From an optimization exercise on the open Yosys and OpenROAD flow, aimed at small area and a short achievable clock period; shortcuts taken in it are not production practice. Only simulation tests tie the RTL to the original design; equivalence was not proved. No activity file was given, so power comes from the tool's default toggle rates.

==> flow/design.v (outline; a module is shown in full before it is edited, if it fits) <==
// module compressor_4_2: 16 lines
// module compressor_row: 25 lines
// module reduction_level: 29 lines
// module partial_products: 24 lines
// module kogge_stone_adder: 35 lines
// module wallace_multiplier: 1830 lines
module wallace_multiplier (
    input  logic                              clock,
    input  logic                              reset,
    input  logic [mul_pkg::OPERAND_WIDTH-1:0] a,
    input  logic [mul_pkg::OPERAND_WIDTH-1:0] b,
    output logic [mul_pkg::PRODUCT_WIDTH-1:0] product
);
  // ...
==> flow/flow/run.sh <==
#!/bin/bash
# The standard layout (the standard.sh, unchanged synthesis and steps),
# with plain buf_1 cells as the port buffers instead of the delay cells that
# buffer_ports picks by default. Every input and output still gets a buffer.
set -o pipefail
export BUFFER_PORTS_ARGS="-buffer_cell sky130_fd_sc_hd__buf_1"
bash standard.sh > standard.log 2>&1
==> flow/standard.sh <==
#!/bin/bash
# synth_recipe.tcl (not shown) runs the flow's synth.tcl, then flattens the netlist and writes it again
# the make line also repeats each setting of config.mk as NAME=value (left out here)
make -C /OpenROAD-flow-scripts/flow DESIGN_CONFIG=/design/flow/config.mk WORK_HOME=/design/flow/orfs CLKGATE_MAP_FILE= SYNTH_SCRIPT=/design/flow/synth_recipe.tcl "${@:-finish}"
==> flow/config.mk <==
export PLATFORM = sky130hd
export DESIGN_NAME = wallace_multiplier
export DESIGN_NICKNAME = wallace_multiplier
export VERILOG_FILES = /design/flow/design.v
export SDC_FILE = /design/flow/constraint.sdc
export NUM_CORES = 4
export LEC_CHECK = 0
export CAP_MARGIN = 20
export CORE_MARGIN = 2
export CORE_UTILIZATION = 40
export CTS_CLUSTER_DIAMETER = 150
export CTS_CLUSTER_SIZE = 25
export SETUP_SLACK_MARGIN = 2.5
export SLEW_MARGIN = 20
==> flow/constraint.sdc <==
create_clock -name core_clock -period 4.5 [get_ports {clock}]
set_input_delay 0.9000 -clock core_clock [delete_from_list [all_inputs] [get_ports {clock}]]
set_output_delay 0.9000 -clock core_clock [all_outputs]
set_load 0.01 [all_outputs]
==> impl_results.md, run 1 <==
- Syn. warnings: 1
- Top layer in use: met4
- Non-clock buffer count: 76
- Reg2reg end: r3_G27
- Simple-gate portion of the synthesized area: 6.67%
- Count leader, synth: xnor2_1
- Number of port buffers: 65
- Combinational share of power: 47.8%
- Top Usage Layer GRT: met2
- Die width: 181 microns
- Post-CTS Setup Inserts: 3
- CP Capture Type: flop
- # IOs: 66
- Status: no timing/DRC/antenna violations
- Post-synthesis register bit count: approximately 240
- Final hold vios: 0
- Hold Crit Start: r2_2_0
- Comb. pwr: 4340 uW
- CP max stage delay: 0.35 ns
- Kind of cell adding the most delay to the critical path: adder cells
- Die area: 32,600 sq um
- Buffering overhead: 2.46%
- Met2 wire length: 11.2 mm
- Final Max Tran Viols: 0
- GR Util met2: 25.0%
==> run 2, diff against run 1 <==
--- a/flow/design.v
+++ b/flow/design.v
@@ -672,74 +672,74 @@
     logic g482;
     logic g483;
     logic g484;
     logic g485;
     logic g486;
     logic g487;
     logic g488;
     logic g489;
-    logic q490;
-    logic g491;
-    logic q492;
-    logic g493;
-    logic q494;
-    logic g495;
-    logic q496;
-    logic g497;
-    logic q498;
-    logic g499;
-    logic q500;
-    logic g501;
-    logic q502;
-    logic g503;
-    logic q504;
-    logic g505;
-    logic q506;
-    logic g507;
-    logic q508;
-    logic g509;
-    logic q510;
-    logic g511;
-    logic q512;
-    logic g513;
-    logic q514;
-    logic g515;
-    logic q516;
-    logic g517;
-    logic q518;
-    logic g519;
-    logic q520;
-    logic g521;
-    logic q522;
-    logic g523;
-    logic q524;
-    logic g525;
-    logic q526;
-    logic g527;
-    logic q528;
-    logic g529;
-    logic q530;
-    logic g531;
-    logic q532;
-    logic g533;
-    logic q534;
-    logic g535;
-    logic q536;
-    logic g537;
-    logic q538;
-    logic g539;
-    logic q540;
-    logic g541;
-    logic q542;
-    logic g543;
-    logic q544;
-    logic g545;
+    logic x490;
+    logic x491;
+    logic x492;
+    logic q493;
+    logic g494;
+    logic q495;
+    logic g496;
+    logic q497;
+    logic g498;
+    logic q499;
+    logic g500;
+    logic q501;
+    logic g502;
+    logic q503;
+    logic g504;
+    logic q505;
+    logic g506;
+    logic q507;
+    logic g508;
+    logic q509;
+    logic g510;
+    logic q511;
+    logic g512;
+    logic q513;
+    logic g514;
+    logic q515;
+    logic g516;
+    logic q517;
+    logic g518;
+    logic q519;
+    logic g520;
+    logic q521;
+    logic g522;
+    logic q523;
+    logic g524;
+    logic q525;
+    logic g526;
+    logic q527;
+    logic g528;
+    logic q529;
+    logic g530;
+    logic q531;
+    logic g532;
+    logic q533;
+    logic g534;
+    logic q535;
+    logic g536;
+    logic q537;
+    logic g538;
+    logic q539;
+    logic g540;
+    logic q541;
+    logic g542;
+    logic q543;
+    logic g544;
+    logic q545;
     logic g546;
-    logic g547;
+    logic q547;
     logic g548;
     logic g549;
     logic g550;
     logic g551;
     logic g552;
     logic g553;
     logic g554;
     logic g555;
@@ -753,173 +753,161 @@
     logic g563;
     logic g564;
     logic g565;
     logic g566;
     logic g567;
     logic g568;
     logic g569;
     logic q570;
-    logic g571;
-    logic q572;
-    logic g573;
-    logic q574;
-    logic g575;
-    logic q576;
-    logic g577;
-    logic q578;
-    logic g579;
-    logic q580;
-    logic g581;
-    logic q582;
-    logic g583;
+    logic q571;
+    logic g572;
+    logic q573;
+    logic g574;
+    logic q575;
+    logic g576;
+    logic q577;
+    logic g578;
+    logic q579;
+    logic g580;
+    logic q581;
+    logic g582;
+    logic q583;
     logic q584;
-    logic g585;
-    logic q586;
-    logic g587;
-    logic q588;
-    logic g589;
-    logic q590;
-    logic g591;
-    logic q592;
-    logic g593;
+    logic q585;
+    logic g586;
+    logic q587;
+    logic g588;
+    logic q589;
+    logic g590;
+    logic q591;
+    logic g592;
+    logic q593;
     logic q594;
-    logic g595;
+    logic q595;
     logic q596;
-    logic g597;
-    logic q598;
-    logic g599;
-    logic q600;
-    logic g601;
-    logic q602;
-    logic g603;
-    logic x604;
-    logic x605;
-    logic x606;
+    logic x597;
+    logic x598;
+    logic x599;
+    logic x600;
+    logic x601;
+    logic x602;
+    logic x603;
+    logic nn604;
+    logic m605;
+    logic o606;
     logic x607;
     logic x608;
-    logic x609;
-    logic x610;
-    logic x611;
-    logic g612;
+    logic m609;
+    logic g610;
+    logic o611;
+    logic x612;
     logic x613;
-    logic g614;
-    logic x615;
-    logic nn616;
-    logic m617;
-    logic o618;
-    logic x619;
-    logic x620;
+    logic m614;
+    logic g615;
+    logic o616;
+    logic x617;
+    logic x618;
+    logic m619;
+    logic nn620;
     logic m621;
-    logic g622;
-    logic o623;
+    logic o622;
+    logic x623;
     logic x624;
-    logic x625;
-    logic m626;
-    logic g627;
-    logic o628;
+    logic m625;
+    logic g626;
+    logic o627;
+    logic x628;
     logic x629;
-    logic x630;
-    logic m631;
-    logic nn632;
-    logic m633;
-    logic o634;
-    logic x635;
-    logic x636;
+    logic m630;
+    logic g631;
+    logic o632;
+    logic x633;
+    logic x634;
+    logic m635;
+    logic nn636;
     logic m637;
-    logic g638;
-    logic o639;
+    logic o638;
+    logic x639;
     logic x640;
-    logic x641;
-    logic m642;
-    logic g643;
-    logic o644;
+    logic m641;
+    logic g642;
+    logic o643;
+    logic x644;
     logic x645;
-    logic x646;
-    logic m647;
-    logic nn648;
-    logic m649;
-    logic o650;
-    logic x651;
-    logic x652;
+    logic m646;
+    logic g647;
+    logic o648;
+    logic x649;
+    logic x650;
+    logic m651;
+    logic nn652;
     logic m653;
-    logic g654;
-    logic o655;
+    logic o654;
+    logic x655;
     logic x656;
-    logic x657;
-    logic m658;
-    logic g659;
-    logic o660;
+    logic m657;
+    logic g658;
+    logic o659;
+    logic x660;
     logic x661;
-    logic x662;
-    logic m663;
-    logic nn664;
-    logic m665;
-    logic o666;
-    logic x667;
-    logic x668;
+    logic m662;
+    logic g663;
+    logic o664;
+    logic x665;
+    logic x666;
+    logic m667;
+    logic nn668;
     logic m669;
-    logic g670;
-    logic o671;
+    logic o670;
+    logic x671;
     logic x672;
-    logic x673;
-    logic m674;
-    logic g675;
-    logic o676;
+    logic m673;
+    logic g674;
+    logic o675;
+    logic x676;
     logic x677;
-    logic x678;
-    logic m679;
-    logic nn680;
-    logic m681;
-    logic o682;
-    logic x683;
-    logic x684;
+    logic m678;
+    logic g679;
+    logic o680;
+    logic x681;
+    logic x682;
+    logic m683;
+    logic nn684;
     logic m685;
-    logic g686;
-    logic o687;
+    logic o686;
+    logic x687;
     logic x688;
-    logic x689;
-    logic m690;
-    logic g691;
-    logic o692;
+    logic m689;
+    logic g690;
+    logic o691;
+    logic x692;
     logic x693;
-    logic x694;
-    logic m695;
-    logic nn696;
-    logic m697;
-    logic o698;
-    logic x699;
-    logic x700;
+    logic m694;
+    logic g695;
+    logic o696;
+    logic x697;
+    logic x698;
+    logic m699;
+    logic nn700;
     logic m701;
-    logic g702;
-    logic o703;
+    logic o702;
+    logic x703;
     logic x704;
-    logic x705;
-    logic m706;
-    logic g707;
-    logic o708;
+    logic m705;
+    logic g706;
+    logic o707;
+    logic x708;
     logic x709;
-    logic x710;
-    logic m711;
-    logic nn712;
-    logic m713;
-    logic o714;
-    logic x715;
-    logic x716;
-    logic m717;
-    logic g718;
-    logic o719;
-    logic x720;
-    logic x721;
-    logic m722;
-    logic g723;
-    logic o724;
-    logic x725;
-    logic x726;
-    logic m727;
+    logic m710;
+    logic g711;
+    logic o712;
+    logic x713;
+    logic x714;
+    logic m715;
     logic r2_0_0;
     logic r2_0_1;
     logic r2_1_0;
     logic r2_2_0;
     logic r2_3_0;
     logic r2_4_0;
     logic r2_4_1;
     logic r2_4_2;
@@ -1010,20 +998,20 @@
     logic r2_28_0;
     logic r2_28_1;
     logic r2_28_3;
     logic r2_29_0;
     logic r2_29_1;
     logic r2_30_0;
     logic r2_30_1;
     logic r2_31_0;
-    logic r3_p0;
-    logic r3_p1;
-    logic r3_p2;
-    logic r3_p3;
+    logic r3_s0;
+    logic r3_s1;
+    logic r3_s2;
+    logic r3_s3;
     logic r3_p4;
     logic r3_p5;
     logic r3_p6;
     logic r3_p7;
     logic r3_p8;
     logic r3_p9;
     logic r3_p10;
     logic r3_p11;
@@ -1042,19 +1030,16 @@
     logic r3_p24;
     logic r3_p25;
     logic r3_p26;
     logic r3_p27;
     logic r3_p28;
     logic r3_p29;
     logic r3_p30;
     logic r3_p31;
-    logic r3_G0;
-    logic r3_G1;
-    logic r3_G2;
     logic r3_G3;
     logic r3_G4;
     logic r3_G5;
     logic r3_G6;
     logic r3_G7;
     logic r3_G8;
     logic r3_G9;
     logic r3_G10;
@@ -1281,17 +1266,17 @@
     assign c199 = (pp79 ^ pp94) ? pp109 : pp79;
     assign x200 = pp79 ^ pp94 ^ pp109;
     assign c201 = (pp124 ^ g139) ? neg_q[0] : pp124;
     assign x202 = pp124 ^ g139 ^ neg_q[0];
     assign c203 = (pp50 ^ pp65) ? pp80 : pp50;
     assign x204 = pp50 ^ pp65 ^ pp80;
     assign c205 = (pp95 ^ pp110) ? pp125 : pp95;
     assign x206 = pp95 ^ pp110 ^ pp125;
-    assign c207 = (g140 ^ nn154) ? nn153 : g140;
+    assign c207 = (g140 & nn154) | (g140 & nn153) | (nn154 & nn153);
     assign x208 = g140 ^ nn154 ^ nn153;
     assign c209 = (pp51 ^ pp66) ? pp81 : pp51;
     assign x210 = pp51 ^ pp66 ^ pp81;
     assign c211 = (pp96 ^ pp111) ? pp126 : pp96;
     assign x212 = pp96 ^ pp111 ^ pp126;
     assign x213 = g141 ^ 1'b1;
     assign g214 = g141 & 1'b1;
     assign c215 = (pp67 ^ pp82) ? pp97 : pp67;
@@ -1303,43 +1288,43 @@
     assign x221 = pp113 ^ pp128;
     assign g222 = pp113 & pp128;
     assign c223 = (pp84 ^ pp99) ? pp114 : pp84;
     assign x224 = pp84 ^ pp99 ^ pp114;
     assign x225 = pp85 ^ pp100;
     assign g226 = pp85 & pp100;
     assign c227 = (pp3 ^ pp18) ? neg_q[1] : pp3;
     assign x228 = pp3 ^ pp18 ^ neg_q[1];
-    assign c229 = (pp5 ^ pp20) ? pp35 : pp5;
+    assign c229 = (pp5 & pp20) | (pp5 & pp35) | (pp20 & pp35);
     assign x230 = pp5 ^ pp20 ^ pp35;
     assign c231 = (pp6 ^ pp21) ? pp36 : pp6;
     assign x232 = pp6 ^ pp21 ^ pp36;
     assign c233 = (pp7 ^ pp22) ? pp37 : pp7;
     assign x234 = pp7 ^ pp22 ^ pp37;
     assign c235 = (pp8 ^ pp23) ? pp38 : pp8;
     assign x236 = pp8 ^ pp23 ^ pp38;
-    assign c237 = (pp9 ^ pp24) ? pp39 : pp9;
+    assign c237 = (pp9 & pp24) | (pp9 & pp39) | (pp24 & pp39);
     assign x238 = pp9 ^ pp24 ^ pp39;
-    assign c239 = (pp54 ^ pp69) ? neg_q[4] : pp54;
+    assign c239 = (pp54 & pp69) | (pp54 & neg_q[4]) | (pp69 & neg_q[4]);
     assign x240 = pp54 ^ pp69 ^ neg_q[4];
-    assign c241 = (pp10 ^ pp25) ? pp40 : pp10;
+    assign c241 = (pp10 & pp25) | (pp10 & pp40) | (pp25 & pp40);
     assign x242 = pp10 ^ pp25 ^ pp40;
     assign x243 = pp55 ^ pp70;
     assign g244 = pp55 & pp70;
     assign c245 = (x161 ^ pp41) ? pp56 : x161;
     assign x246 = x161 ^ pp41 ^ pp56;
-    assign c247 = (pp71 ^ pp86) ? neg_q[5] : pp71;
+    assign c247 = (pp71 & pp86) | (pp71 & neg_q[5]) | (pp86 & neg_q[5]);
     assign x248 = pp71 ^ pp86 ^ neg_q[5];
     assign c249 = (g162 ^ x163) ? pp42 : g162;
     assign x250 = g162 ^ x163 ^ pp42;
-    assign c251 = (pp57 ^ pp72) ? pp87 : pp57;
+    assign c251 = (pp57 & pp72) | (pp57 & pp87) | (pp72 & pp87);
     assign x252 = pp57 ^ pp72 ^ pp87;
     assign c253 = (g164 ^ x166) ? x167 : g164;
     assign x254 = g164 ^ x166 ^ x167;
-    assign c255 = (pp88 ^ pp103) ? neg_q[6] : pp88;
+    assign c255 = (pp88 & pp103) | (pp88 & neg_q[6]) | (pp103 & neg_q[6]);
     assign x256 = pp88 ^ pp103 ^ neg_q[6];
     assign c257 = (c165 ^ g168) ? x170 : c165;
     assign x258 = c165 ^ g168 ^ x170;
     assign c259 = (x171 ^ pp89) ? pp104 : x171;
     assign x260 = x171 ^ pp89 ^ pp104;
     assign c261 = (c169 ^ g172) ? x174 : c169;
     assign x262 = c169 ^ g172 ^ x174;
     assign c263 = (x176 ^ x177) ? neg_q[7] : x176;
@@ -1373,35 +1358,35 @@
     assign c291 = (x216 ^ x218) ? nn155 : x216;
     assign x292 = x216 ^ x218 ^ nn155;
     assign c293 = (c215 ^ c217) ? x220 : c215;
     assign x294 = c215 ^ c217 ^ x220;
     assign c295 = (x221 ^ g143) ? 1'b1 : x221;
     assign x296 = x221 ^ g143 ^ 1'b1;
     assign c297 = (c219 ^ g222) ? x224 : c219;
     assign x298 = c219 ^ g222 ^ x224;
-    assign c299 = (pp129 ^ g144) ? nn156 : pp129;
+    assign c299 = (pp129 & g144) | (pp129 & nn156) | (g144 & nn156);
     assign x300 = pp129 ^ g144 ^ nn156;
     assign c301 = (c223 ^ x225) ? pp115 : c223;
     assign x302 = c223 ^ x225 ^ pp115;
-    assign c303 = (pp130 ^ g145) ? 1'b1 : pp130;
+    assign c303 = (pp130 & g145) | (pp130 & 1'b1) | (g145 & 1'b1);
     assign x304 = pp130 ^ g145 ^ 1'b1;
-    assign c305 = (g226 ^ pp101) ? pp116 : g226;
+    assign c305 = (g226 & pp101) | (g226 & pp116) | (pp101 & pp116);
     assign x306 = g226 ^ pp101 ^ pp116;
-    assign c307 = (pp131 ^ g146) ? nn157 : pp131;
+    assign c307 = (pp131 & g146) | (pp131 & nn157) | (g146 & nn157);
     assign x308 = pp131 ^ g146 ^ nn157;
     assign c309 = (pp102 ^ pp117) ? pp132 : pp102;
     assign x310 = pp102 ^ pp117 ^ pp132;
     assign x311 = g147 ^ 1'b1;
     assign g312 = g147 & 1'b1;
-    assign c313 = (pp118 ^ pp133) ? g148 : pp118;
+    assign c313 = (pp118 & pp133) | (pp118 & g148) | (pp133 & g148);
     assign x314 = pp118 ^ pp133 ^ g148;
-    assign c315 = (pp119 ^ pp134) ? g149 : pp119;
+    assign c315 = (pp119 & pp134) | (pp119 & g149) | (pp134 & g149);
     assign x316 = pp119 ^ pp134 ^ g149;
-    assign c317 = (pp135 ^ g150) ? nn159 : pp135;
+    assign c317 = (pp135 & g150) | (pp135 & nn159) | (g150 & nn159);
     assign x318 = pp135 ^ g150 ^ nn159;
     assign c319 = (pp136 ^ g151) ? 1'b1 : pp136;
     assign x320 = pp136 ^ g151 ^ 1'b1;
     assign c321 = (pp4 ^ pp19) ? c227 : pp4;
     assign x322 = pp4 ^ pp19 ^ c227;
     assign c323 = (neg_q[3] ^ pp52) ? c231 : neg_q[3];
     assign x324 = neg_q[3] ^ pp52 ^ c231;
     assign c325 = (pp53 ^ c233) ? x236 : pp53;
@@ -1453,17 +1438,17 @@
     assign x371 = r2_4_0 ^ r2_4_1;
     assign g372 = r2_4_0 & r2_4_1;
     assign x373 = r2_5_0 ^ r2_5_1;
     assign g374 = r2_5_0 & r2_5_1;
     assign x375 = r2_6_0 ^ r2_6_1;
     assign g376 = r2_6_0 & r2_6_1;
     assign x377 = r2_7_0 ^ r2_7_1;
     assign g378 = r2_7_0 & r2_7_1;
-    assign c379 = (x331 ^ r2_8_2) ? r2_8_3 : x331;
+    assign c379 = (x331 & r2_8_2) | (x331 & r2_8_3) | (r2_8_2 & r2_8_3);
     assign x380 = x331 ^ r2_8_2 ^ r2_8_3;
     assign c381 = (g332 ^ x334) ? r2_9_3 : g332;
     assign x382 = g332 ^ x334 ^ r2_9_3;
     assign c383 = (c333 ^ x336) ? r2_10_3 : c333;
     assign x384 = c333 ^ x336 ^ r2_10_3;
     assign c385 = (c335 ^ x338) ? r2_11_3 : c335;
     assign x386 = c335 ^ x338 ^ r2_11_3;
     assign c387 = (c337 ^ x340) ? r2_12_3 : c337;
@@ -1493,19 +1478,19 @@
     assign c411 = (c361 ^ x364) ? r2_24_3 : c361;
     assign x412 = c361 ^ x364 ^ r2_24_3;
     assign c413 = (c363 ^ x366) ? r2_25_3 : c363;
     assign x414 = c363 ^ x366 ^ r2_25_3;
     assign c415 = (c365 ^ x368) ? r2_26_3 : c365;
     assign x416 = c365 ^ x368 ^ r2_26_3;
     assign c417 = (c367 ^ r2_27_0) ? r2_27_1 : c367;
     assign x418 = c367 ^ r2_27_0 ^ r2_27_1;
-    assign c419 = (x369 ^ r2_28_3) ? 1'b1 : x369;
+    assign c419 = (x369 & r2_28_3) | (x369 & 1'b1) | (r2_28_3 & 1'b1);
     assign x420 = x369 ^ r2_28_3 ^ 1'b1;
-    assign c421 = (g370 ^ r2_29_0) ? r2_29_1 : g370;
+    assign c421 = (g370 & r2_29_0) | (g370 & r2_29_1) | (r2_29_0 & r2_29_1);
     assign x422 = g370 ^ r2_29_0 ^ r2_29_1;
     assign x423 = r2_30_0 ^ r2_30_1;
     assign g424 = r2_30_0 & r2_30_1;
     assign x425 = r2_0_0 ^ r2_0_1;
     assign g426 = r2_0_0 & r2_0_1;
     assign x427 = x371 ^ r2_4_2;
     assign g428 = x371 & r2_4_2;
     assign x429 = g372 ^ x373;
@@ -1564,75 +1549,75 @@
     assign g482 = g424 & r2_31_0;
     assign g483 = r2_1_0 & g426;
     assign g484 = r2_1_0 & x425;
     assign g485 = r2_3_0 & r2_2_0;
     assign g486 = r2_2_0 & g483;
     assign g487 = r2_2_0 & g484;
     assign g488 = g485 & g483;
     assign g489 = g485 & g484;
-    assign q490 = g430 | (x429 & g428);
-    assign g491 = x429 & x427;
-    assign q492 = g434 | (x433 & g432);
-    assign g493 = x433 & x431;
-    assign q494 = g432 | (x431 & q490);
-    assign g495 = x431 & g491;
-    assign q496 = q492 | (g493 & q490);
-    assign g497 = g493 & g491;
-    assign q498 = g438 | (x437 & g436);
-    assign g499 = x437 & x435;
-    assign q500 = g442 | (x441 & g440);
-    assign g501 = x441 & x439;
-    assign q502 = g440 | (x439 & q498);
-    assign g503 = x439 & g499;
-    assign q504 = q500 | (g501 & q498);
-    assign g505 = g501 & g499;
-    assign q506 = g446 | (x445 & g444);
-    assign g507 = x445 & x443;
-    assign q508 = g450 | (x449 & g448);
-    assign g509 = x449 & x447;
-    assign q510 = g448 | (x447 & q506);
-    assign g511 = x447 & g507;
-    assign q512 = q508 | (g509 & q506);
-    assign g513 = g509 & g507;
-    assign q514 = g454 | (x453 & g452);
-    assign g515 = x453 & x451;
-    assign q516 = g458 | (x457 & g456);
-    assign g517 = x457 & x455;
-    assign q518 = g456 | (x455 & q514);
-    assign g519 = x455 & g515;
-    assign q520 = q516 | (g517 & q514);
-    assign g521 = g517 & g515;
-    assign q522 = g462 | (x461 & g460);
-    assign g523 = x461 & x459;
-    assign q524 = g466 | (x465 & g464);
-    assign g525 = x465 & x463;
-    assign q526 = g464 | (x463 & q522);
-    assign g527 = x463 & g523;
-    assign q528 = q524 | (g525 & q522);
-    assign g529 = g525 & g523;
-    assign q530 = g470 | (x469 & g468);
-    assign g531 = x469 & x467;
-    assign q532 = g474 | (x473 & g472);
-    assign g533 = x473 & x471;
-    assign q534 = g472 | (x471 & q530);
-    assign g535 = x471 & g531;
-    assign q536 = q532 | (g533 & q530);
-    assign g537 = g533 & g531;
-    assign q538 = g478 | (x477 & g476);
-    assign g539 = x477 & x475;
-    assign q540 = g482 | (x481 & g480);
-    assign g541 = x481 & x479;
-    assign q542 = g480 | (x479 & q538);
-    assign g543 = x479 & g539;
-    assign q544 = q540 | (g541 & q538);
-    assign g545 = g541 & g539;
-    assign g546 = r3_p1 & r3_p0;
-    assign g547 = r3_p2 & g546;
-    assign g548 = r3_p3 & g547;
+    assign x490 = r2_1_0 ^ g426;
+    assign x491 = r2_2_0 ^ g483;
+    assign x492 = r2_3_0 ^ g486;
+    prefix_node u_pn1 (.g_hi(g430), .p_hi(x429), .g_lo(g428), .g_out(q493));
+    assign g494 = x429 & x427;
+    prefix_node u_pn2 (.g_hi(g434), .p_hi(x433), .g_lo(g432), .g_out(q495));
+    assign g496 = x433 & x431;
+    prefix_node u_pn3 (.g_hi(g432), .p_hi(x431), .g_lo(q493), .g_out(q497));
+    assign g498 = x431 & g494;
+    prefix_node u_pn4 (.g_hi(q495), .p_hi(g496), .g_lo(q493), .g_out(q499));
+    assign g500 = g496 & g494;
+    prefix_node u_pn5 (.g_hi(g438), .p_hi(x437), .g_lo(g436), .g_out(q501));
+    assign g502 = x437 & x435;
+    prefix_node u_pn6 (.g_hi(g442), .p_hi(x441), .g_lo(g440), .g_out(q503));
+    assign g504 = x441 & x439;
+    prefix_node u_pn7 (.g_hi(g440), .p_hi(x439), .g_lo(q501), .g_out(q505));
+    assign g506 = x439 & g502;
+    prefix_node u_pn8 (.g_hi(q503), .p_hi(g504), .g_lo(q501), .g_out(q507));
+    assign g508 = g504 & g502;
+    prefix_node u_pn9 (.g_hi(g446), .p_hi(x445), .g_lo(g444), .g_out(q509));
+    assign g510 = x445 & x443;
+    prefix_node u_pn10 (.g_hi(g450), .p_hi(x449), .g_lo(g448), .g_out(q511));
+    assign g512 = x449 & x447;
+    prefix_node u_pn11 (.g_hi(g448), .p_hi(x447), .g_lo(q509), .g_out(q513));
+    assign g514 = x447 & g510;
+    prefix_node u_pn12 (.g_hi(q511), .p_hi(g512), .g_lo(q509), .g_out(q515));
+    assign g516 = g512 & g510;
+    prefix_node u_pn13 (.g_hi(g454), .p_hi(x453), .g_lo(g452), .g_out(q517));
+    assign g518 = x453 & x451;
+    prefix_node u_pn14 (.g_hi(g458), .p_hi(x457), .g_lo(g456), .g_out(q519));
+    assign g520 = x457 & x455;
+    prefix_node u_pn15 (.g_hi(g456), .p_hi(x455), .g_lo(q517), .g_out(q521));
+    assign g522 = x455 & g518;
+    prefix_node u_pn16 (.g_hi(q519), .p_hi(g520), .g_lo(q517), .g_out(q523));
+    assign g524 = g520 & g518;
+    prefix_node u_pn17 (.g_hi(g462), .p_hi(x461), .g_lo(g460), .g_out(q525));
+    assign g526 = x461 & x459;
+    prefix_node u_pn18 (.g_hi(g466), .p_hi(x465), .g_lo(g464), .g_out(q527));
+    assign g528 = x465 & x463;
+    prefix_node u_pn19 (.g_hi(g464), .p_hi(x463), .g_lo(q525), .g_out(q529));
+    assign g530 = x463 & g526;
+    prefix_node u_pn20 (.g_hi(q527), .p_hi(g528), .g_lo(q525), .g_out(q531));
+    assign g532 = g528 & g526;
+    prefix_node u_pn21 (.g_hi(g470), .p_hi(x469), .g_lo(g468), .g_out(q533));
+    assign g534 = x469 & x467;
+    prefix_node u_pn22 (.g_hi(g474), .p_hi(x473), .g_lo(g472), .g_out(q535));
+    assign g536 = x473 & x471;
+    prefix_node u_pn23 (.g_hi(g472), .p_hi(x471), .g_lo(q533), .g_out(q537));
+    assign g538 = x471 & g534;
+    prefix_node u_pn24 (.g_hi(q535), .p_hi(g536), .g_lo(q533), .g_out(q539));
+    assign g540 = g536 & g534;
+    prefix_node u_pn25 (.g_hi(g478), .p_hi(x477), .g_lo(g476), .g_out(q541));
+    assign g542 = x477 & x475;
+    prefix_node u_pn26 (.g_hi(g482), .p_hi(x481), .g_lo(g480), .g_out(q543));
+    assign g544 = x481 & x479;
+    prefix_node u_pn27 (.g_hi(g480), .p_hi(x479), .g_lo(q541), .g_out(q545));
+    assign g546 = x479 & g542;
+    prefix_node u_pn28 (.g_hi(q543), .p_hi(g544), .g_lo(q541), .g_out(q547));
+    assign g548 = g544 & g542;
     assign g549 = r3_p5 & r3_p4;
     assign g550 = r3_p6 & g549;
     assign g551 = r3_p7 & g550;
     assign g552 = r3_p9 & r3_p8;
     assign g553 = r3_p10 & g552;
     assign g554 = r3_p11 & g553;
     assign g555 = r3_p13 & r3_p12;
     assign g556 = r3_p14 & g555;
@@ -1644,175 +1629,163 @@
     assign g562 = r3_p22 & g561;
     assign g563 = r3_p23 & g562;
     assign g564 = r3_p25 & r3_p24;
     assign g565 = r3_p26 & g564;
     assign g566 = r3_p27 & g565;
     assign g567 = r3_p29 & r3_p28;
     assign g568 = r3_p30 & g567;
     assign g569 = r3_p31 & g568;
-    assign q570 = r3_G7 | (g551 & r3_G3);
-    assign g571 = g551 & g548;
-    assign q572 = r3_G11 | (g554 & r3_G7);
-    assign g573 = g554 & g551;
-    assign q574 = r3_G15 | (g557 & r3_G11);
-    assign g575 = g557 & g554;
-    assign q576 = r3_G19 | (g560 & r3_G15);
-    assign g577 = g560 & g557;
-    assign q578 = r3_G23 | (g563 & r3_G19);
-    assign g579 = g563 & g560;
-    assign q580 = r3_G27 | (g566 & r3_G23);
-    assign g581 = g566 & g563;
-    assign q582 = r3_G31 | (g569 & r3_G27);
-    assign g583 = g569 & g566;
-    assign q584 = q572 | (g573 & r3_G3);
-    assign g585 = g573 & g548;
-    assign q586 = q574 | (g575 & q570);
-    assign g587 = g575 & g571;
-    assign q588 = q576 | (g577 & q572);
-    assign g589 = g577 & g573;
-    assign q590 = q578 | (g579 & q574);
-    assign g591 = g579 & g575;
-    assign q592 = q580 | (g581 & q576);
-    assign g593 = g581 & g577;
-    assign q594 = q582 | (g583 & q578);
-    assign g595 = g583 & g579;
-    assign q596 = q588 | (g589 & r3_G3);
-    assign g597 = g589 & g548;
-    assign q598 = q590 | (g591 & q570);
-    assign g599 = g591 & g571;
-    assign q600 = q592 | (g593 & q584);
-    assign g601 = g593 & g585;
-    assign q602 = q594 | (g595 & q586);
-    assign g603 = g595 & g587;
-    assign x604 = g551 ^ r3_G3;
-    assign x605 = g554 ^ q570;
-    assign x606 = g557 ^ q584;
-    assign x607 = g560 ^ q586;
-    assign x608 = g563 ^ q596;
-    assign x609 = g566 ^ q598;
-    assign x610 = g569 ^ q600;
-    assign x611 = r3_p1 ^ r3_G0;
-    assign g612 = r3_p1 & r3_p0;
-    assign x613 = r3_p2 ^ r3_G1;
-    assign g614 = r3_p2 & g612;
-    assign x615 = r3_p3 ^ r3_G2;
-    assign nn616 = ~r3_p4;
-    assign m617 = r3_G3 ? nn616 : r3_p4;
-    assign o618 = r3_G4 | r3_p4;
-    assign x619 = r3_p5 ^ o618;
-    assign x620 = r3_p5 ^ r3_G4;
-    assign m621 = r3_G3 ? x619 : x620;
-    assign g622 = r3_p5 & r3_p4;
-    assign o623 = r3_G5 | g622;
-    assign x624 = r3_p6 ^ o623;
-    assign x625 = r3_p6 ^ r3_G5;
-    assign m626 = r3_G3 ? x624 : x625;
-    assign g627 = r3_p6 & g622;
-    assign o628 = r3_G6 | g627;
-    assign x629 = r3_p7 ^ o628;
-    assign x630 = r3_p7 ^ r3_G6;
-    assign m631 = r3_G3 ? x629 : x630;
-    assign nn632 = ~r3_p8;
-    assign m633 = q570 ? nn632 : r3_p8;
-    assign o634 = r3_G8 | r3_p8;
-    assign x635 = r3_p9 ^ o634;
-    assign x636 = r3_p9 ^ r3_G8;
-    assign m637 = q570 ? x635 : x636;
-    assign g638 = r3_p9 & r3_p8;
-    assign o639 = r3_G9 | g638;
-    assign x640 = r3_p10 ^ o639;
-    assign x641 = r3_p10 ^ r3_G9;
-    assign m642 = q570 ? x640 : x641;
-    assign g643 = r3_p10 & g638;
-    assign o644 = r3_G10 | g643;
-    assign x645 = r3_p11 ^ o644;
-    assign x646 = r3_p11 ^ r3_G10;
-    assign m647 = q570 ? x645 : x646;
-    assign nn648 = ~r3_p12;
-    assign m649 = q584 ? nn648 : r3_p12;
-    assign o650 = r3_G12 | r3_p12;
-    assign x651 = r3_p13 ^ o650;
-    assign x652 = r3_p13 ^ r3_G12;
-    assign m653 = q584 ? x651 : x652;
-    assign g654 = r3_p13 & r3_p12;
-    assign o655 = r3_G13 | g654;
-    assign x656 = r3_p14 ^ o655;
-    assign x657 = r3_p14 ^ r3_G13;
-    assign m658 = q584 ? x656 : x657;
-    assign g659 = r3_p14 & g654;
-    assign o660 = r3_G14 | g659;
-    assign x661 = r3_p15 ^ o660;
-    assign x662 = r3_p15 ^ r3_G14;
-    assign m663 = q584 ? x661 : x662;
-    assign nn664 = ~r3_p16;
-    assign m665 = q586 ? nn664 : r3_p16;
-    assign o666 = r3_G16 | r3_p16;
-    assign x667 = r3_p17 ^ o666;
-    assign x668 = r3_p17 ^ r3_G16;
-    assign m669 = q586 ? x667 : x668;
-    assign g670 = r3_p17 & r3_p16;
-    assign o671 = r3_G17 | g670;
-    assign x672 = r3_p18 ^ o671;
-    assign x673 = r3_p18 ^ r3_G17;
-    assign m674 = q586 ? x672 : x673;
-    assign g675 = r3_p18 & g670;
-    assign o676 = r3_G18 | g675;
-    assign x677 = r3_p19 ^ o676;
-    assign x678 = r3_p19 ^ r3_G18;
-    assign m679 = q586 ? x677 : x678;
-    assign nn680 = ~r3_p20;
-    assign m681 = q596 ? nn680 : r3_p20;
-    assign o682 = r3_G20 | r3_p20;
-    assign x683 = r3_p21 ^ o682;
-    assign x684 = r3_p21 ^ r3_G20;
-    assign m685 = q596 ? x683 : x684;
-    assign g686 = r3_p21 & r3_p20;
-    assign o687 = r3_G21 | g686;
-    assign x688 = r3_p22 ^ o687;
-    assign x689 = r3_p22 ^ r3_G21;
-    assign m690 = q596 ? x688 : x689;
-    assign g691 = r3_p22 & g686;
-    assign o692 = r3_G22 | g691;
-    assign x693 = r3_p23 ^ o692;
-    assign x694 = r3_p23 ^ r3_G22;
-    assign m695 = q596 ? x693 : x694;
-    assign nn696 = ~r3_p24;
-    assign m697 = q598 ? nn696 : r3_p24;
-    assign o698 = r3_G24 | r3_p24;
-    assign x699 = r3_p25 ^ o698;
-    assign x700 = r3_p25 ^ r3_G24;
-    assign m701 = q598 ? x699 : x700;
-    assign g702 = r3_p25 & r3_p24;
-    assign o703 = r3_G25 | g702;
-    assign x704 = r3_p26 ^ o703;
-    assign x705 = r3_p26 ^ r3_G25;
-    assign m706 = q598 ? x704 : x705;
-    assign g707 = r3_p26 & g702;
-    assign o708 = r3_G26 | g707;
-    assign x709 = r3_p27 ^ o708;
-    assign x710 = r3_p27 ^ r3_G26;
-    assign m711 = q598 ? x709 : x710;
-    assign nn712 = ~r3_p28;
-    assign m713 = q600 ? nn712 : r3_p28;
-    assign o714 = r3_G28 | r3_p28;
-    assign x715 = r3_p29 ^ o714;
-    assign x716 = r3_p29 ^ r3_G28;
-    assign m717 = q600 ? x715 : x716;
-    assign g718 = r3_p29 & r3_p28;
-    assign o719 = r3_G29 | g718;
-    assign x720 = r3_p30 ^ o719;
-    assign x721 = r3_p30 ^ r3_G29;
-    assign m722 = q600 ? x720 : x721;
-    assign g723 = r3_p30 & g718;
-    assign o724 = r3_G30 | g723;
-    assign x725 = r3_p31 ^ o724;
-    assign x726 = r3_p31 ^ r3_G30;
-    assign m727 = q600 ? x725 : x726;
-    assign sum_d = {m727, m722, m717, m713, m711, m706, m701, m697, m695, m690, m685, m681, m679, m674, m669, m665, m663, m658, m653, m649, m647, m642, m637, m633, m631, m626, m621, m617, x615, x613, x611, r3_p0};
+    prefix_node u_pn29 (.g_hi(r3_G7), .p_hi(g551), .g_lo(r3_G3), .g_out(q570));
+    prefix_node u_pn30 (.g_hi(r3_G11), .p_hi(g554), .g_lo(r3_G7), .g_out(q571));
+    assign g572 = g554 & g551;
+    prefix_node u_pn31 (.g_hi(r3_G15), .p_hi(g557), .g_lo(r3_G11), .g_out(q573));
+    assign g574 = g557 & g554;
+    prefix_node u_pn32 (.g_hi(r3_G19), .p_hi(g560), .g_lo(r3_G15), .g_out(q575));
+    assign g576 = g560 & g557;
+    prefix_node u_pn33 (.g_hi(r3_G23), .p_hi(g563), .g_lo(r3_G19), .g_out(q577));
+    assign g578 = g563 & g560;
+    prefix_node u_pn34 (.g_hi(r3_G27), .p_hi(g566), .g_lo(r3_G23), .g_out(q579));
+    assign g580 = g566 & g563;
+    prefix_node u_pn35 (.g_hi(r3_G31), .p_hi(g569), .g_lo(r3_G27), .g_out(q581));
+    assign g582 = g569 & g566;
+    prefix_node u_pn36 (.g_hi(q571), .p_hi(g572), .g_lo(r3_G3), .g_out(q583));
+    prefix_node u_pn37 (.g_hi(q573), .p_hi(g574), .g_lo(q570), .g_out(q584));
+    prefix_node u_pn38 (.g_hi(q575), .p_hi(g576), .g_lo(q571), .g_out(q585));
+    assign g586 = g576 & g572;
+    prefix_node u_pn39 (.g_hi(q577), .p_hi(g578), .g_lo(q573), .g_out(q587));
+    assign g588 = g578 & g574;
+    prefix_node u_pn40 (.g_hi(q579), .p_hi(g580), .g_lo(q575), .g_out(q589));
+    assign g590 = g580 & g576;
+    prefix_node u_pn41 (.g_hi(q581), .p_hi(g582), .g_lo(q577), .g_out(q591));
+    assign g592 = g582 & g578;
+    prefix_node u_pn42 (.g_hi(q585), .p_hi(g586), .g_lo(r3_G3), .g_out(q593));
+    prefix_node u_pn43 (.g_hi(q587), .p_hi(g588), .g_lo(q570), .g_out(q594));
+    prefix_node u_pn44 (.g_hi(q589), .p_hi(g590), .g_lo(q583), .g_out(q595));
+    prefix_node u_pn45 (.g_hi(q591), .p_hi(g592), .g_lo(q584), .g_out(q596));
+    assign x597 = g551 ^ r3_G3;
+    assign x598 = g554 ^ q570;
+    assign x599 = g557 ^ q583;
+    assign x600 = g560 ^ q584;
+    assign x601 = g563 ^ q593;
+    assign x602 = g566 ^ q594;
+    assign x603 = g569 ^ q595;
+    assign nn604 = ~r3_p4;
+    assign m605 = r3_G3 ? nn604 : r3_p4;
+    assign o606 = r3_G4 | r3_p4;
+    assign x607 = r3_p5 ^ o606;
+    assign x608 = r3_p5 ^ r3_G4;
+    assign m609 = r3_G3 ? x607 : x608;
+    assign g610 = r3_p5 & r3_p4;
+    assign o611 = r3_G5 | g610;
+    assign x612 = r3_p6 ^ o611;
+    assign x613 = r3_p6 ^ r3_G5;
+    assign m614 = r3_G3 ? x612 : x613;
+    assign g615 = r3_p6 & g610;
+    assign o616 = r3_G6 | g615;
+    assign x617 = r3_p7 ^ o616;
+    assign x618 = r3_p7 ^ r3_G6;
+    assign m619 = r3_G3 ? x617 : x618;
+    assign nn620 = ~r3_p8;
+    assign m621 = q570 ? nn620 : r3_p8;
+    assign o622 = r3_G8 | r3_p8;
+    assign x623 = r3_p9 ^ o622;
+    assign x624 = r3_p9 ^ r3_G8;
+    assign m625 = q570 ? x623 : x624;
+    assign g626 = r3_p9 & r3_p8;
+    assign o627 = r3_G9 | g626;
+    assign x628 = r3_p10 ^ o627;
+    assign x629 = r3_p10 ^ r3_G9;
+    assign m630 = q570 ? x628 : x629;
+    assign g631 = r3_p10 & g626;
+    assign o632 = r3_G10 | g631;
+    assign x633 = r3_p11 ^ o632;
+    assign x634 = r3_p11 ^ r3_G10;
+    assign m635 = q570 ? x633 : x634;
+    assign nn636 = ~r3_p12;
+    assign m637 = q583 ? nn636 : r3_p12;
+    assign o638 = r3_G12 | r3_p12;
+    assign x639 = r3_p13 ^ o638;
+    assign x640 = r3_p13 ^ r3_G12;
+    assign m641 = q583 ? x639 : x640;
+    assign g642 = r3_p13 & r3_p12;
+    assign o643 = r3_G13 | g642;
+    assign x644 = r3_p14 ^ o643;
+    assign x645 = r3_p14 ^ r3_G13;
+    assign m646 = q583 ? x644 : x645;
+    assign g647 = r3_p14 & g642;
+    assign o648 = r3_G14 | g647;
+    assign x649 = r3_p15 ^ o648;
+    assign x650 = r3_p15 ^ r3_G14;
+    assign m651 = q583 ? x649 : x650;
+    assign nn652 = ~r3_p16;
+    assign m653 = q584 ? nn652 : r3_p16;
+    assign o654 = r3_G16 | r3_p16;
+    assign x655 = r3_p17 ^ o654;
+    assign x656 = r3_p17 ^ r3_G16;
+    assign m657 = q584 ? x655 : x656;
+    assign g658 = r3_p17 & r3_p16;
+    assign o659 = r3_G17 | g658;
+    assign x660 = r3_p18 ^ o659;
+    assign x661 = r3_p18 ^ r3_G17;
+    assign m662 = q584 ? x660 : x661;
+    assign g663 = r3_p18 & g658;
+    assign o664 = r3_G18 | g663;
+    assign x665 = r3_p19 ^ o664;
+    assign x666 = r3_p19 ^ r3_G18;
+    assign m667 = q584 ? x665 : x666;
+    assign nn668 = ~r3_p20;
+    assign m669 = q593 ? nn668 : r3_p20;
+    assign o670 = r3_G20 | r3_p20;
+    assign x671 = r3_p21 ^ o670;
+    assign x672 = r3_p21 ^ r3_G20;
+    assign m673 = q593 ? x671 : x672;
+    assign g674 = r3_p21 & r3_p20;
+    assign o675 = r3_G21 | g674;
+    assign x676 = r3_p22 ^ o675;
+    assign x677 = r3_p22 ^ r3_G21;
+    assign m678 = q593 ? x676 : x677;
+    assign g679 = r3_p22 & g674;
+    assign o680 = r3_G22 | g679;
+    assign x681 = r3_p23 ^ o680;
+    assign x682 = r3_p23 ^ r3_G22;
+    assign m683 = q593 ? x681 : x682;
+    assign nn684 = ~r3_p24;
+    assign m685 = q594 ? nn684 : r3_p24;
+    assign o686 = r3_G24 | r3_p24;
+    assign x687 = r3_p25 ^ o686;
+    assign x688 = r3_p25 ^ r3_G24;
+    assign m689 = q594 ? x687 : x688;
+    assign g690 = r3_p25 & r3_p24;
+    assign o691 = r3_G25 | g690;
+    assign x692 = r3_p26 ^ o691;
+    assign x693 = r3_p26 ^ r3_G25;
+    assign m694 = q594 ? x692 : x693;
+    assign g695 = r3_p26 & g690;
+    assign o696 = r3_G26 | g695;
+    assign x697 = r3_p27 ^ o696;
+    assign x698 = r3_p27 ^ r3_G26;
+    assign m699 = q594 ? x697 : x698;
+    assign nn700 = ~r3_p28;
+    assign m701 = q595 ? nn700 : r3_p28;
+    assign o702 = r3_G28 | r3_p28;
+    assign x703 = r3_p29 ^ o702;
+    assign x704 = r3_p29 ^ r3_G28;
+    assign m705 = q595 ? x703 : x704;
+    assign g706 = r3_p29 & r3_p28;
+    assign o707 = r3_G29 | g706;
+    assign x708 = r3_p30 ^ o707;
+    assign x709 = r3_p30 ^ r3_G29;
+    assign m710 = q595 ? x708 : x709;
+    assign g711 = r3_p30 & g706;
+    assign o712 = r3_G30 | g711;
+    assign x713 = r3_p31 ^ o712;
+    assign x714 = r3_p31 ^ r3_G30;
+    assign m715 = q595 ? x713 : x714;
+    assign sum_d = {m715, m710, m705, m701, m699, m694, m689, m685, m683, m678, m673, m669, m667, m662, m657, m653, m651, m646, m641, m637, m635, m630, m625, m621, m619, m614, m609, m605, r3_s3, r3_s2, r3_s1, r3_s0};
     always_ff @(posedge clock) begin
         r2_0_0 <= pp1;
         r2_0_1 <= neg_q[0];
         r2_1_0 <= pp2;
         r2_2_0 <= x228;
         r2_3_0 <= x322;
         r2_4_0 <= x230;
         r2_4_1 <= neg_q[2];
@@ -1906,20 +1879,20 @@
         r2_28_3 <= c327;
         r2_29_0 <= c315;
         r2_29_1 <= x318;
         r2_30_0 <= c317;
         r2_30_1 <= x320;
         r2_31_0 <= x330;
     end
     always_ff @(posedge clock) begin
-        r3_p0 <= x425;
-        r3_p1 <= r2_1_0;
-        r3_p2 <= r2_2_0;
-        r3_p3 <= r2_3_0;
+        r3_s0 <= x425;
+        r3_s1 <= x490;
+        r3_s2 <= x491;
+        r3_s3 <= x492;
         r3_p4 <= x427;
         r3_p5 <= x429;
         r3_p6 <= x431;
         r3_p7 <= x433;
         r3_p8 <= x435;
         r3_p9 <= x437;
         r3_p10 <= x439;
         r3_p11 <= x441;
@@ -1938,50 +1911,55 @@
         r3_p24 <= x467;
         r3_p25 <= x469;
         r3_p26 <= x471;
         r3_p27 <= x473;
         r3_p28 <= x475;
         r3_p29 <= x477;
         r3_p30 <= x479;
         r3_p31 <= x481;
-        r3_G0 <= g426;
-        r3_G1 <= g483;
-        r3_G2 <= g486;
         r3_G3 <= g488;
         r3_G4 <= g428;
-        r3_G5 <= q490;
-        r3_G6 <= q494;
-        r3_G7 <= q496;
+        r3_G5 <= q493;
+        r3_G6 <= q497;
+        r3_G7 <= q499;
         r3_G8 <= g436;
-        r3_G9 <= q498;
-        r3_G10 <= q502;
-        r3_G11 <= q504;
+        r3_G9 <= q501;
+        r3_G10 <= q505;
+        r3_G11 <= q507;
         r3_G12 <= g444;
-        r3_G13 <= q506;
-        r3_G14 <= q510;
-        r3_G15 <= q512;
+        r3_G13 <= q509;
+        r3_G14 <= q513;
+        r3_G15 <= q515;
         r3_G16 <= g452;
-        r3_G17 <= q514;
-        r3_G18 <= q518;
-        r3_G19 <= q520;
+        r3_G17 <= q517;
+        r3_G18 <= q521;
+        r3_G19 <= q523;
         r3_G20 <= g460;
-        r3_G21 <= q522;
-        r3_G22 <= q526;
-        r3_G23 <= q528;
+        r3_G21 <= q525;
+        r3_G22 <= q529;
+        r3_G23 <= q531;
         r3_G24 <= g468;
-        r3_G25 <= q530;
-        r3_G26 <= q534;
-        r3_G27 <= q536;
+        r3_G25 <= q533;
+        r3_G26 <= q537;
+        r3_G27 <= q539;
         r3_G28 <= g476;
-        r3_G29 <= q538;
-        r3_G30 <= q542;
-        r3_G31 <= q544;
+        r3_G29 <= q541;
+        r3_G30 <= q545;
+        r3_G31 <= q547;
     end
     always_ff @(posedge clock) begin
         if (reset) begin
             product <= '0;
         end else begin
             product <= sum_d;
         end
     end
 endmodule
+module prefix_node (
+    input  logic g_hi,
+    input  logic p_hi,
+    input  logic g_lo,
+    output logic g_out
+);
+    assign g_out = g_hi | (p_hi & g_lo);
+endmodule
 `default_nettype wire
--- a/flow/config.mk
+++ b/flow/config.mk
@@ -5,10 +5,12 @@
 export SDC_FILE = /design/flow/constraint.sdc
 export NUM_CORES = 4
 export LEC_CHECK = 0
 export CAP_MARGIN = 20
 export CORE_MARGIN = 2
 export CORE_UTILIZATION = 40
 export CTS_CLUSTER_DIAMETER = 150
 export CTS_CLUSTER_SIZE = 25
-export SETUP_SLACK_MARGIN = 2.5
+export SETUP_SLACK_MARGIN = 2.6
 export SLEW_MARGIN = 20
+export SYNTH_HIERARCHICAL = 1
+export SYNTH_MINIMUM_KEEP_SIZE = 0
==> impl_results.md, run 2 <==
- Fraction of layout cells with a size suffix above 1: 17.3% (was 12.3%)
- Top flop regs: product: 32 flops, a_q: 16 flops (unchanged)
- Hold WS: 0.446 ns (was 0.369 ns)
- Multi-input logic area: 7500 sq um (was 7340 sq um)
- Most frequent cells in the layout: xnor2_1, dfxtp_1, a22oi_1 (unchanged)
- # IOs: 66 (unchanged)
- Switching pwr: 3500 uW (was 3390 uW)
- CP Max Fanout: 9 (was 2)
- CP Capture Type: flop (unchanged)
- DR vias: 8,039 (was 8,130)
- Site Rows: 65 (was 64)
- Netlist cell types: 38 (was 52)
- Synth area leaders: dfxtp_1, xnor2_1, xor3_1, a22oi_1, ha_1 (was dfxtp_1, xnor2_1, a22oi_1, xor2_1, ha_1)
- Required time worst endpoint: 4.89 ns (was 4.86 ns)
- Sequential standard cell area: 4780 sq um (was 4800 sq um)
- Combinational share of power: 51.3% (was 47.8%)
- Worst VDD drop: 0.403 mV (was 0.271 mV)
- Critical path launch point type: flop (unchanged)
- Initial Util: 40.3% (was 40.7%)
- Slew margin rel.: 70.4% (was 48.3%)
- CTS root buf: clkbuf_16 (unchanged)
- Switching share of power: 36.2% (was 37.3%)
- Antenna violations before repair: 0 (unchanged)
- FILL cells: 2,951 (was 2,995)
- Sink Count: 232 (was 235)
- Reg power frac: 36.2% (was 39.0%)
- Met2 wire length: 12.1 mm (was 11.2 mm)
- Vias in the first global route: 7,907 (was 8,092)
- Die area: 33,000 sq um (was 32,600 sq um)
- Cell leakage power: 0.00576 uW (was 0.00488 uW)
- Cts hold-fix bufs: 0 (unchanged)
- Number of flip-flops in the largest register: 32 (unchanged)
- DRT Pass-1 Iters: 5 (unchanged)
- Endpoints failing setup: 0 (unchanged)
- Final setup skew: 0.0350 ns (was 0.0125 ns)
- Final worst-path cycle share: 41.3% (was 42.9%)
- Cell Int Power: 6160 uW (was 5690 uW)
- Die Ht: 182 microns (was 181 microns)
- Number of port buffers: 65 (unchanged)
- MaxCap Viol Count: 0 (unchanged)
- Synth top area share: 36.8% (was 37.7%)
- Final Max Tran Viols: 0 (unchanged)
- Peak Freq: 0.538 GHz (was 0.518 GHz)
- Fin area: 13,900 sq um (was 13,400 sq um)
- Post-synthesis instance total: 1,142 (was 1,221)
- Post-Route Utilization: 44.5% (was 43.5%)
- Setup TNS: 0 ns (unchanged)
- EDFF count, synth: 0 (unchanged)
- Status: no timing/DRC/antenna violations (unchanged)
- Reg with most FFs: product (unchanged)
- Initial DRC Count: 583 (was 576)
- H-Tree Depth: 1 (unchanged)
- GRT Residual Overflow: 0 (unchanged)
- M1 WL: 13.0 mm (was 13.8 mm)
- WL/cell: 17.3 microns (was 16.6 microns)
- Async set or reset register ratio after synthesis: 0% (unchanged)
- Wire length on met3: 1.63 mm (was 1.55 mm)
- Synth Flop Type: dfxtp_1 (unchanged)
- # diodes: 0 (unchanged)
- Post-DR vias/cell: 5.07 (was 5.02)
- Hold/Removal Path Class: reg -> reg (unchanged)
- First-pass GRT wire length: 43.7 mm (was 43.8 mm)
- Syn avg cell area: 11.0 sq um (was 10.2 sq um)
- Final hold vios: 0 (unchanged)
- Core Area: 31,300 sq um (was 30,700 sq um)
- DP HPWL: 19.0 mm (was 18.9 mm)
- TritonCTS clock tree: done (unchanged)
- Final Critical Period: 1.86 ns (was 1.93 ns)
- Die width: 182 microns (was 181 microns)
- Detailed-route wire length: 27.4 mm (was 26.9 mm)
- Placed inst area: 12,900 sq um (was 12,700 sq um)
- Largest net degree at the start of global routing: 33 (was 40)
- Worst skew pair latency: 0.50 ns (was 0.48 ns)
- Post-DRT Antenna Nets: 0 (unchanged)
- Worst slew pin tran: 0.444 ns (was 0.776 ns)
- Count leader, synth: dfxtp_1 (was xnor2_1)
- Clock tree buffer depth: 3 (unchanged)
- Unrepaired setup endpoints after global routing: yes (unchanged)
- Fin nets: 1,282 (was 1,305)
- Area leader, netlist: dfxtp_1 (unchanged)
- Clock slew at reported path FFs: 0.11 ns (was 0.10 ns)
- Critical path arrival: 2.24 ns (was 2.29 ns)
- Top layer in use: met4 (unchanged)
- Register area share after synthesis: 36.8% (was 37.7%)
- Num CTS Buffers: 13 (unchanged)
- Post-synthesis register bit count: 232 (was 235)
- Syn_nets: 1,240 (was 1,301)
- Clock power frac: 12.5% (was 13.2%)
- GRT Util Overall: 16.7% (was 16.5%)
- Top cells by count, synth: dfxtp_1, xnor2_1, a22oi_1 (was xnor2_1, dfxtp_1, a22oi_1)
- Layout Area Growth over Synthesis: 10.5% (was 7.05%)
- Drt drc: 0 (unchanged)
- PD cells: 693 nW/um^2 (was 680 nW/um^2)
- Syn. warnings: 7 (was 1)
- R2R Setup Slk: 2.64 ns (was 2.57 ns)
- GPL Wtd Cong: 0.803 (was 0.849)
- Commonest non-fill, non-tap cell in the layout: xnor2_1 (unchanged)
- Mapped cell area: 12,600 sq um (was 12,500 sq um)
- Kind of critical path: reg -> reg (unchanged)
==> run 2: cell types whose count changed after synthesis, sizes merged, moves of 20 or more <==
cell   change
nand2     -21
xnor2     -79
a21o      +20
xor2      -23
inv       +27
xor3      +36
==> run 2: path summary, 6_finish.rpt <==
check           start    endpoint  depth (start not counted)
max          one_q[4]     r2_15_1                          5
min             r3_s0  product[0]                          1
max reg2reg  one_q[4]     r2_15_1                          5
min reg2reg     r3_s0  product[0]                          1
==> run 2: logic make-up after synthesis <==
logic type      synth area share, %
compound gates                 12.4
xor+xnor                       26.4
fa+ha+maj                      13.5
buf+inv                        5.68
flops                          36.8
mux                           0.357
simple gates                   4.77
==> run 2: Yosys stat by module, one instance, submodules excluded <==
module | area (sq um) | times used | flops+latches
wallace_multiplier | 12300 | 1 | 232
prefix_node | 7.51 | 40 | 0
==> run 2: power by group through the flow <==
stage               Clock (uW)  Sequential [uW]  Combinational, uW
floorplan                    0             3280               3760
global placement             0             3490               4510
detailed placement           0             3500               4560
CTS                       1270             3450               4690
global route              1330             3580               5610
finish                    1210             3490               4960
==> run 2: routing by layer <==
metal  global-route usage [%]  up-vias
li1                         -     3951
met1                     23.5     3821
met2                     26.3      229
met3                     2.51       38
met4                     5.14        0
met5                        0        -
==> run 2: final cells by class <==
cell class	instances	share of cell area, %
Multi-Input combinational cell	785	53.8
Sequential cell	232	34.3
Timing Repair Buffer	111	4.69
Tap cell	402	3.61
Clock buffer	13	2.33
Inverter	41	1.10
Clock inverter	1	0.144
==> run 2: worst max-delay path: stages (launching register included) <==
cell,delay (ns)
dfxtp_4,0.43
buf_12,0.16
a22oi_2,0.18
xnor2_1,0.16
xor3_1,0.49
maj3_2,0.31
==> run 2: repair_timing <==
item,CTS,global route
buffers inserted,5,33
pin swaps,6,11
setup endpoints to repair,74,54
resized for setup,70,67
endpoints found under the hold margin,0,0
==> run 2: stage by stage <==
stage | power [uW] | std cells | setup slack, ns
floorplan | 7040 | 1142 | 2.57
global placement | 8000 | 1533 | 2.18
detailed placement | 8060 | 1533 | 2.15
CTS | 9400 | 1552 | 2.60
global route | 10500 | 1585 | 2.56
finish | 9660 | 1585 | 2.64

## port drivers added, routing unchanged
How much do the figures lean on ideal ports? The routed layouts below were timed once more, with nothing changed but the port constraints.
Step 1 sets driving cells, clkbuf_16 on the clock port and buf_2 on the other inputs (assumed; they add their load-dependent delay and slew).
Step 2 moves the port delays by t, midway between the first and last clock arrival at a register: inputs arrive t later, outputs are due t later. That takes back most of the time a late clock gives input paths.
Three values: no drivers, after step 1, after step 2; two values: the first two.
| run | t (ns) | setup WS [ns] | clock arrival spread, ns | slew at the worst register clock pin (ns) |
|---|---|---|---|---|
| run 1 | 0.514 | 2.568 / 2.568 / 2.370 | 0.016 / 0.016 | 0.10 / 0.10 |
| run 2 | 0.526 | 2.641 / 2.611 / 2.641 | 0.037 / 0.037 | 0.11 / 0.11 |
After both steps every run listed still meets setup and hold. For run 1, which loses most, drivers alone change the setup slack by 0.000 ns; drivers and shift together by -0.198 ns.
